What follows belongs to an exercise in optimizing a design on an open flow for small area and a short achievable clock period; a production flow would make more cautious choices.
At most, simulation tests tie the RTL to the original design; equivalence was not proved.

==> inputs of 11-10 <==
==> flow/design.v <==
package merge_stream_pkg;
  localparam logic [3:0] WT_EHDR = 4'd1;
  localparam logic [3:0] WT_CHDR = 4'd2;
  localparam logic [3:0] WT_CLUS = 4'd3;
  localparam logic [3:0] WT_TRLR = 4'd4;
  localparam logic [5:0] CRC6_POLY = 6'h03;
  localparam logic [3:0] HDR_BITS = 4'd12;
  localparam logic [3:0] CRC_BITS = 4'd6;
  localparam logic [3:0] PRE_BITS = 4'd5;
  localparam logic [3:0] MAX_CHIPS = 4'd6;
  localparam int NCLUS_HI = 10;
  localparam int NCLUS_LO = 6;
  typedef enum logic [2:0] {
    ST_HUNT = 3'd0,
    ST_PRE  = 3'd1,
    ST_EHDR = 3'd2,
    ST_CHDR = 3'd3,
    ST_CLUS = 3'd4,
    ST_CRCB = 3'd5,
    ST_TRLR = 3'd6
  } rx_state_e;
endpackage
module merge_word_fifo (
  input  logic        clk_i,
  input  logic        rst_ni,
  input  logic        push_i,
  input  logic [13:0] din_i,
  input  logic        pop_i,
  output logic [14:0] head_o,
  output logic        valid_o,
  output logic        drop_o,
  output logic        room_o
);
  localparam int DEPTH = 256;
  localparam int W     = 14;
  logic [DEPTH*W-1:0] mem_q;
  logic [7:0]  wr_q, rd2_q;
  logic [8:0]  cnt_q, cnt_p, cnt_m;
  logic        valid_q, ge2_q, ge3_q, full_q, room_q;
  logic [13:0] nxt_q, rdata;
  logic [14:0] head_q;
  logic        push_ok, pop;
  function automatic logic [14:0] dec(input logic [13:0] w);
    dec = {(w[13:12] == 2'b00), w};
  endfunction
  assign push_ok = push_i & ~full_q;
  assign drop_o  = push_i & full_q;
  assign pop     = pop_i & valid_q;
  assign cnt_p   = cnt_q + {8'd0, push_ok};
  assign cnt_m   = cnt_p - 9'd1;
  for (genvar i = 0; i < DEPTH; i++) begin : g_row
    always_ff @(posedge clk_i) begin
      if (push_ok && wr_q == 8'(i)) mem_q[i*W +: W] <= din_i;
    end
  end
  always_comb begin
    rdata = '0;
    for (int i = 0; i < DEPTH; i++)
      rdata = rdata | (mem_q[i*W +: W] & {W{rd2_q == 8'(i)}});
  end
  always_ff @(posedge clk_i) begin
    if (pop) nxt_q <= ge3_q ? rdata : din_i;
    else     nxt_q <= ge2_q ? nxt_q : din_i;
  end
  always_ff @(posedge clk_i) begin
    if (!rst_ni) begin
      cnt_q   <= '0;
      valid_q <= 1'b0;
      ge2_q   <= 1'b0;
      ge3_q   <= 1'b0;
      full_q  <= 1'b0;
      room_q  <= 1'b1;
      wr_q    <= 8'd0;
      rd2_q   <= 8'd2;
      head_q  <= '0;
    end else begin
      if (pop) begin
        cnt_q   <= cnt_m;
        valid_q <= cnt_p >= 9'd2;
        ge2_q   <= cnt_p >= 9'd3;
        ge3_q   <= cnt_p >= 9'd4;
        full_q  <= 1'b0;
        room_q  <= cnt_p <= 9'd57;
        head_q  <= ge2_q ? dec(nxt_q) : (push_i ? dec(din_i) : '0);
      end else begin
        cnt_q   <= cnt_p;
        valid_q <= cnt_p >= 9'd1;
        ge2_q   <= cnt_p >= 9'd2;
        ge3_q   <= cnt_p >= 9'd3;
        full_q  <= cnt_p == 9'd256;
        room_q  <= cnt_p <= 9'd56;
        if (!valid_q) head_q <= push_i ? dec(din_i) : '0;
      end
      if (push_ok) wr_q <= wr_q + 8'd1;
      if (pop)     rd2_q <= rd2_q + 8'd1;
    end
  end
  assign head_o  = head_q;
  assign valid_o = valid_q;
  assign room_o  = room_q;
endmodule
import merge_stream_pkg::*;
module merge_stream_rx (
  input  logic        Clock,
  input  logic        Reset,
  input  logic        SerIn,
  input  logic [3:0]  Address,
  output logic        SendEvt,
  output logic [15:0] WordOut,
  output logic        WordValid,
  input  logic        WordReady,
  output logic        CrcErr,
  output logic        FmtErr,
  output logic        Overflow,
  output logic [7:0]  EvtCount,
  output logic [2:0]  DbgState,
  output logic [3:0]  DbgPending
);
  function automatic logic [5:0] crc6_step(input logic [5:0] crc, input logic din);
    crc6_step = {crc[4:0], 1'b0} ^ ((crc[5] ^ din) ? CRC6_POLY : 6'h00);
  endfunction
  localparam logic [1:0] T_EHDR = 2'd1;
  localparam logic [1:0] T_CHDR = 2'd2;
  localparam logic [1:0] T_CLUS = 2'd3;
  localparam logic [1:0] T_TRLR = 2'd0;
  logic [2:0]  state_q, state_d;
  logic [3:0]  bit_cnt_q, bit_cnt_d;
  logic [10:0] shift_q;
  logic [2:0]  chips_q, chips_d;
  logic [4:0]  clus_q, clus_d;
  logic [5:0]  crc_q, crc_d;
  logic        addr_err_q, addr_err_d;
  logic        ovf_evt_q;
  logic        push_q, push_d;
  logic [13:0] pw_q, pw_d;
  logic        trl_q, trl_d;
  logic        crcerr_q, crcerr_d;
  logic        fmterr_q, fmterr_d;
  logic [2:0]  pending_q;
  logic        send_q, ovf_q;
  logic [7:0]  evt_cnt_q;
  logic [11:0] field;
  logic [4:0]  nclus;
  logic [13:0] abort_word;
  logic [14:0] head;
  logic        fifo_valid, fifo_drop, fifo_room, issue;
  assign field      = {shift_q, SerIn};
  assign nclus      = field[NCLUS_HI:NCLUS_LO];
  assign abort_word = {T_TRLR, 1'b0, addr_err_q, ovf_evt_q, 1'b1, 8'h00};
  always_comb begin
    state_d    = state_q;
    bit_cnt_d  = bit_cnt_q + 4'd1;
    chips_d    = chips_q;
    clus_d     = clus_q;
    crc_d      = crc6_step(crc_q, SerIn);
    addr_err_d = addr_err_q;
    push_d     = 1'b0;
    pw_d       = abort_word;
    trl_d      = 1'b0;
    crcerr_d   = 1'b0;
    fmterr_d   = 1'b0;
    unique case (state_q)
      ST_HUNT: begin
        bit_cnt_d = 4'd0;
        crc_d     = SerIn ? 6'h03 : 6'h00;
        if (SerIn) begin
          state_d    = ST_PRE;
          addr_err_d = 1'b0;
        end
      end
      ST_PRE: begin
        if (bit_cnt_q == 4'd0 && SerIn) begin
          state_d  = ST_HUNT;
          push_d   = 1'b1;
          trl_d    = 1'b1;
          fmterr_d = 1'b1;
        end else if (bit_cnt_q == PRE_BITS - 4'd1) begin
          state_d    = ST_EHDR;
          bit_cnt_d  = 4'd0;
          addr_err_d = (field[3:0] != Address);
        end
      end
      ST_EHDR: begin
        if (field[3:0] <= MAX_CHIPS) pw_d = {T_EHDR, field};
        if (bit_cnt_q == HDR_BITS - 4'd1) begin
          bit_cnt_d = 4'd0;
          push_d    = 1'b1;
          if (field[3:0] > MAX_CHIPS) begin
            state_d  = ST_HUNT;
            trl_d    = 1'b1;
            fmterr_d = 1'b1;
          end else begin
            chips_d = field[2:0];
            state_d = (field[3:0] == 4'd0) ? ST_CRCB : ST_CHDR;
          end
        end
      end
      ST_CHDR: begin
        pw_d = {T_CHDR, field};
        if (bit_cnt_q == HDR_BITS - 4'd1) begin
          bit_cnt_d = 4'd0;
          push_d    = 1'b1;
          if (nclus != 5'd0) begin
            clus_d  = nclus;
            state_d = ST_CLUS;
          end else if (chips_q == 3'd1) begin
            state_d = ST_CRCB;
          end else begin
            chips_d = chips_q - 3'd1;
          end
        end
      end
      ST_CLUS: begin
        pw_d = {T_CLUS, field};
        if (bit_cnt_q == HDR_BITS - 4'd1) begin
          bit_cnt_d = 4'd0;
          push_d    = 1'b1;
          if (clus_q != 5'd1) begin
            clus_d = clus_q - 5'd1;
          end else if (chips_q == 3'd1) begin
            state_d = ST_CRCB;
          end else begin
            chips_d = chips_q - 3'd1;
            state_d = ST_CHDR;
          end
        end
      end
      ST_CRCB: begin
        crc_d = crc_q;
        pw_d  = {T_TRLR, (field[5:0] != crc_q), addr_err_q, ovf_evt_q, 1'b0, 2'b00, field[5:0]};
        if (bit_cnt_q == CRC_BITS - 4'd1) begin
          bit_cnt_d = 4'd0;
          state_d   = ST_TRLR;
          push_d    = 1'b1;
          trl_d     = 1'b1;
          crcerr_d  = (field[5:0] != crc_q);
        end
      end
      default: begin
        state_d   = ST_HUNT;
        bit_cnt_d = 4'd0;
        crc_d     = 6'h00;
      end
    endcase
  end
  assign issue = (pending_q != 3'd4) && fifo_room && !send_q;
  always_ff @(posedge Clock) begin
    bit_cnt_q  <= bit_cnt_d;
    shift_q    <= field[10:0];
    chips_q    <= chips_d;
    clus_q     <= clus_d;
    crc_q      <= crc_d;
    addr_err_q <= addr_err_d;
    pw_q       <= pw_d;
    ovf_evt_q  <= (state_q == ST_HUNT && SerIn) ? 1'b0 : (ovf_evt_q | fifo_drop);
  end
  always_ff @(posedge Clock) begin
    if (!Reset) begin
      state_q   <= ST_HUNT;
      push_q    <= 1'b0;
      trl_q     <= 1'b0;
      crcerr_q  <= 1'b0;
      fmterr_q  <= 1'b0;
      pending_q <= '0;
      send_q    <= 1'b0;
      ovf_q     <= 1'b0;
      evt_cnt_q <= '0;
    end else begin
      state_q   <= state_d;
      push_q    <= push_d;
      trl_q     <= trl_d;
      crcerr_q  <= crcerr_d;
      fmterr_q  <= fmterr_d;
      send_q    <= issue;
      ovf_q     <= ovf_q | fifo_drop;
      if (issue && !trl_q)                        pending_q <= pending_q + 3'd1;
      else if (!issue && trl_q && pending_q != 0) pending_q <= pending_q - 3'd1;
      if (trl_q) evt_cnt_q <= evt_cnt_q + 8'd1;
    end
  end
  merge_word_fifo u_fifo (
    .clk_i   (Clock),
    .rst_ni  (Reset),
    .push_i  (push_q),
    .din_i   (pw_q),
    .pop_i   (WordReady),
    .head_o  (head),
    .valid_o (fifo_valid),
    .drop_o  (fifo_drop),
    .room_o  (fifo_room)
  );
  assign WordOut    = {1'b0, head};
  assign WordValid  = fifo_valid;
  assign SendEvt    = send_q;
  assign CrcErr     = crcerr_q;
  assign FmtErr     = fmterr_q;
  assign Overflow   = ovf_q;
  assign EvtCount   = evt_cnt_q;
  assign DbgState   = state_q;
  assign DbgPending = {1'b0, pending_q};
endmodule
==> flow/run.sh <==
#!/bin/bash
# synth_recipe.tcl (not shown) runs the flow's synth.tcl, then flattens the netlist and writes it again
# the make line also repeats each setting of config.mk as NAME=value (left out here)
make -C /OpenROAD-flow-scripts/flow DESIGN_CONFIG=/design/flow/config.mk WORK_HOME=/design/flow/orfs CLKGATE_MAP_FILE= SYNTH_SCRIPT=/design/flow/synth_recipe.tcl finish
==> flow/config.mk <==
export PLATFORM = sky130hd
export DESIGN_NAME = merge_stream_rx
export DESIGN_NICKNAME = merge_stream_rx
export VERILOG_FILES = /design/flow/design.v
export SDC_FILE = /design/flow/constraint.sdc
export NUM_CORES = 4
export LEC_CHECK = 0
export ABC_CLOCK_PERIOD_IN_PS = 2500
export CAP_MARGIN = 20
export CORE_MARGIN = 2
export CORE_UTILIZATION = 60
export PLACE_DENSITY = 0.72
export SETUP_SLACK_MARGIN = 3.7
export SLEW_MARGIN = 20
==> flow/constraint.sdc <==
create_clock -name core_clock -period 6.5 [get_ports {Clock}]
set_input_delay 1.3000 -clock core_clock [delete_from_list [all_inputs] [get_ports {Clock}]]
set_output_delay 1.3000 -clock core_clock [all_outputs]
set_load 0.01 [all_outputs]
==> inputs of 12-06, as changes to 11-10 <==
==> flow/design.v, changed modules only <==
module merge_word_fifo (
  input  logic        clk_i,
  input  logic        rst_ni,
  input  logic        push_i,
  input  logic [13:0] din_i,
  input  logic        pop_i,
  output logic [14:0] head_o,
  output logic        valid_o,
  output logic        drop_o,
  output logic        room_o
);
  localparam int W = 14;
  logic [256*W-1:0] mem_q;
  logic [15:0]  wlo_q, whi_q;    
  logic [15:0]  wlo_en;
  logic [7:0]   wp_q, ra_q;
  logic [8:0]   cnt_q, cnt_p, cnt_m;
  logic         valid_q, full_q, room_q;
  logic [W-1:0] s0_q, s1_q, s2_q, s3_q, rword;
  logic [1:0]   ssel_q;
  logic         sv_q;
  logic [14:0]  q0_q;
  logic [W-1:0] q1_q, q2_q;
  logic         qv1_q, qv2_q, qv3_q;       
  logic         qa0, qa1, qa2, qa_ge1, qa_ge2, qa_ge3, m_ge1, m_eq2;
  logic         qv1_d, qv2_d, qv3_d;
  logic         push_ok, pop, fetched, space, issue, bypass;
  logic [W-1:0] e0, e1, e2, in1, n0, n1, n2;
  function automatic logic [14:0] dec(input logic [13:0] w);
    dec = {(w[13:12] == 2'b00), w};
  endfunction
  assign push_ok = push_i & ~full_q;
  assign drop_o  = push_i & full_q;
  assign pop     = pop_i & qv1_q;         
  assign cnt_p   = cnt_q + {8'd0, push_ok};
  assign cnt_m   = cnt_p - 9'd1;
  assign wlo_en = wlo_q & {16{push_ok}};
  for (genvar h = 0; h < 16; h++) begin : g_hi
    for (genvar l = 0; l < 16; l++) begin : g_lo
      always_ff @(posedge clk_i) begin
        if (wlo_en[l] && whi_q[h]) mem_q[(16*h+l)*W +: W] <= din_i;
      end
    end
  end
  function automatic logic [W-1:0] rd64(input logic [64*W-1:0] m, input logic [5:0] a);
    logic [32*W-1:0] l1;
    logic [16*W-1:0] l2;
    logic [8*W-1:0]  l3;
    logic [4*W-1:0]  l4;
    logic [2*W-1:0]  l5;
    for (int i = 0; i < 32; i++) l1[i*W +: W] = a[0] ? m[(2*i+1)*W +: W]  : m[2*i*W +: W];
    for (int i = 0; i < 16; i++) l2[i*W +: W] = a[1] ? l1[(2*i+1)*W +: W] : l1[2*i*W +: W];
    for (int i = 0; i < 8; i++)  l3[i*W +: W] = a[2] ? l2[(2*i+1)*W +: W] : l2[2*i*W +: W];
    for (int i = 0; i < 4; i++)  l4[i*W +: W] = a[3] ? l3[(2*i+1)*W +: W] : l3[2*i*W +: W];
    for (int i = 0; i < 2; i++)  l5[i*W +: W] = a[4] ? l4[(2*i+1)*W +: W] : l4[2*i*W +: W];
    rd64 = a[5] ? l5[W +: W] : l5[0 +: W];
  endfunction
  assign fetched = (ra_q == wp_q);
  assign space   = pop || !(qv3_q || (qv2_q && sv_q));
  assign issue   = !fetched && space;
  assign bypass  = fetched && push_ok && space;
  always_ff @(posedge clk_i) begin
    s0_q   <= rd64(mem_q[0*64*W +: 64*W], ra_q[5:0]);
    s1_q   <= rd64(mem_q[1*64*W +: 64*W], ra_q[5:0]);
    s2_q   <= rd64(mem_q[2*64*W +: 64*W], ra_q[5:0]);
    s3_q   <= rd64(mem_q[3*64*W +: 64*W], ra_q[5:0]);
    ssel_q <= ra_q[7:6];
  end
  always_comb begin
    case (ssel_q)
      2'd0:    rword = s0_q;
      2'd1:    rword = s1_q;
      2'd2:    rword = s2_q;
      default: rword = s3_q;
    endcase
  end
  assign qa_ge1 = pop ? qv2_q : qv1_q;
  assign qa_ge2 = pop ? qv3_q : qv2_q;
  assign qa_ge3 = pop ? 1'b0  : qv3_q;
  assign qa0    = !qa_ge1;
  assign qa1    = qa_ge1 && !qa_ge2;
  assign qa2    = qa_ge2 && !qa_ge3;
  assign m_ge1  = sv_q || bypass;
  assign m_eq2  = sv_q && bypass;
  assign qv1_d  = qa_ge1 || m_ge1;
  assign qv2_d  = qa_ge2 || (qa_ge1 && m_ge1) || m_eq2;
  assign qv3_d  = qa_ge3 || (qa_ge2 && m_ge1) || (qa_ge1 && m_eq2);
  assign in1 = sv_q ? rword : din_i;
  assign e0  = q1_q;    
  assign e1  = pop ? q2_q : q1_q;
  assign e2  = q2_q;
  always_comb begin
    n0 = qa0 ? in1 : e0;
    n1 = qa1 ? in1 : (qa0 ? din_i : e1);
    n2 = qa2 ? in1 : (qa1 ? din_i : e2);
  end
  always_ff @(posedge clk_i) begin
    q1_q <= n1;
    q2_q <= n2;
  end
  always_ff @(posedge clk_i) begin
    if (!rst_ni) begin
      cnt_q   <= '0;
      valid_q <= 1'b0;
      full_q  <= 1'b0;
      room_q  <= 1'b1;
      wp_q    <= 8'd0;
      wlo_q   <= 16'd1;
      whi_q   <= 16'd1;
      ra_q    <= 8'd0;
      sv_q    <= 1'b0;
      qv1_q   <= 1'b0;
      qv2_q   <= 1'b0;
      qv3_q   <= 1'b0;
      q0_q    <= '0;
    end else begin
      if (pop) begin
        cnt_q   <= cnt_m;
        valid_q <= cnt_p >= 9'd2;
        full_q  <= 1'b0;
        room_q  <= cnt_p <= 9'd57;
      end else begin
        cnt_q   <= cnt_p;
        valid_q <= cnt_p >= 9'd1;
        full_q  <= cnt_p == 9'd256;
        room_q  <= cnt_p <= 9'd56;
      end
      if (push_ok) begin
        wp_q  <= wp_q + 8'd1;
        wlo_q <= {wlo_q[14:0], wlo_q[15]};
        if (wlo_q[15]) whi_q <= {whi_q[14:0], whi_q[15]};
      end
      if (issue || bypass) ra_q <= ra_q + 8'd1;
      sv_q <= issue;
      qv1_q <= qv1_d;
      qv2_q <= qv2_d;
      qv3_q <= qv3_d;
      if (pop || !qv1_q) q0_q <= qv1_d ? dec(n0) : '0;
    end
  end
  assign head_o  = q0_q;
  assign valid_o = valid_q;
  assign room_o  = room_q;
endmodule
ABC_CLOCK_PERIOD_IN_PS = 2800   (was 2500)
CORE_UTILIZATION = 40   (was 60)
CTS_CLUSTER_DIAMETER = 120   (was not set)
CTS_CLUSTER_SIZE = 24   (was not set)
PLACE_DENSITY = not set   (was 0.72)
==> results list <==
* Result of the run: no timing/DRC/antenna violations
- Across every metal layer, demand over resource in global routing totals 21.7%.
- Number of synthesized flops with an enable pin: 3627
- Counting flops and latches in the post-synthesis netlist gives 3814.
That was 12-06.
==> results list <==
- Result of the run: aborted with a tool error
* First Err: [ERROR GRT-0116] Global routing finished with congestion. Check the congestion regions in the DRC Viewer.
* Overall track demand over capacity in global routing: 95.5%
- The flow stopped in global routing (5_1_grt).
That was 11-10.
No functional check of the RTL was part of 11-10.

==> what the ideal ports hide <==
The flow's constraints put no driver on any port. The routed layout listed below was extracted and timed again, unchanged, in two steps. Step 1: set_driving_cell puts a clkbuf_16 on Clock and a buf_2 on each other input, an assumption about the parent block. Step 2 moves the port delays by t, midway between the first and last clock arrival at a register: inputs arrive t later, outputs are due t later. That takes back most of the time a late clock gives input paths. Slacks: ideal ports / drivers / drivers and shift; pairs: ideal ports / drivers.
run: 12-06
t (ns): 1.031
setup WS [ns]: 3.475 / 3.475 / 2.825
worst hold slack (ns): 0.380 / 0.380 / 0.380
worst setup path at the end: input to register
pins driven straight from the clock port: 1
After both steps 12-06 still meets setup and hold. For 12-06, drivers alone change the setup slack by 0.000 ns; drivers and shift together by -0.650 ns.
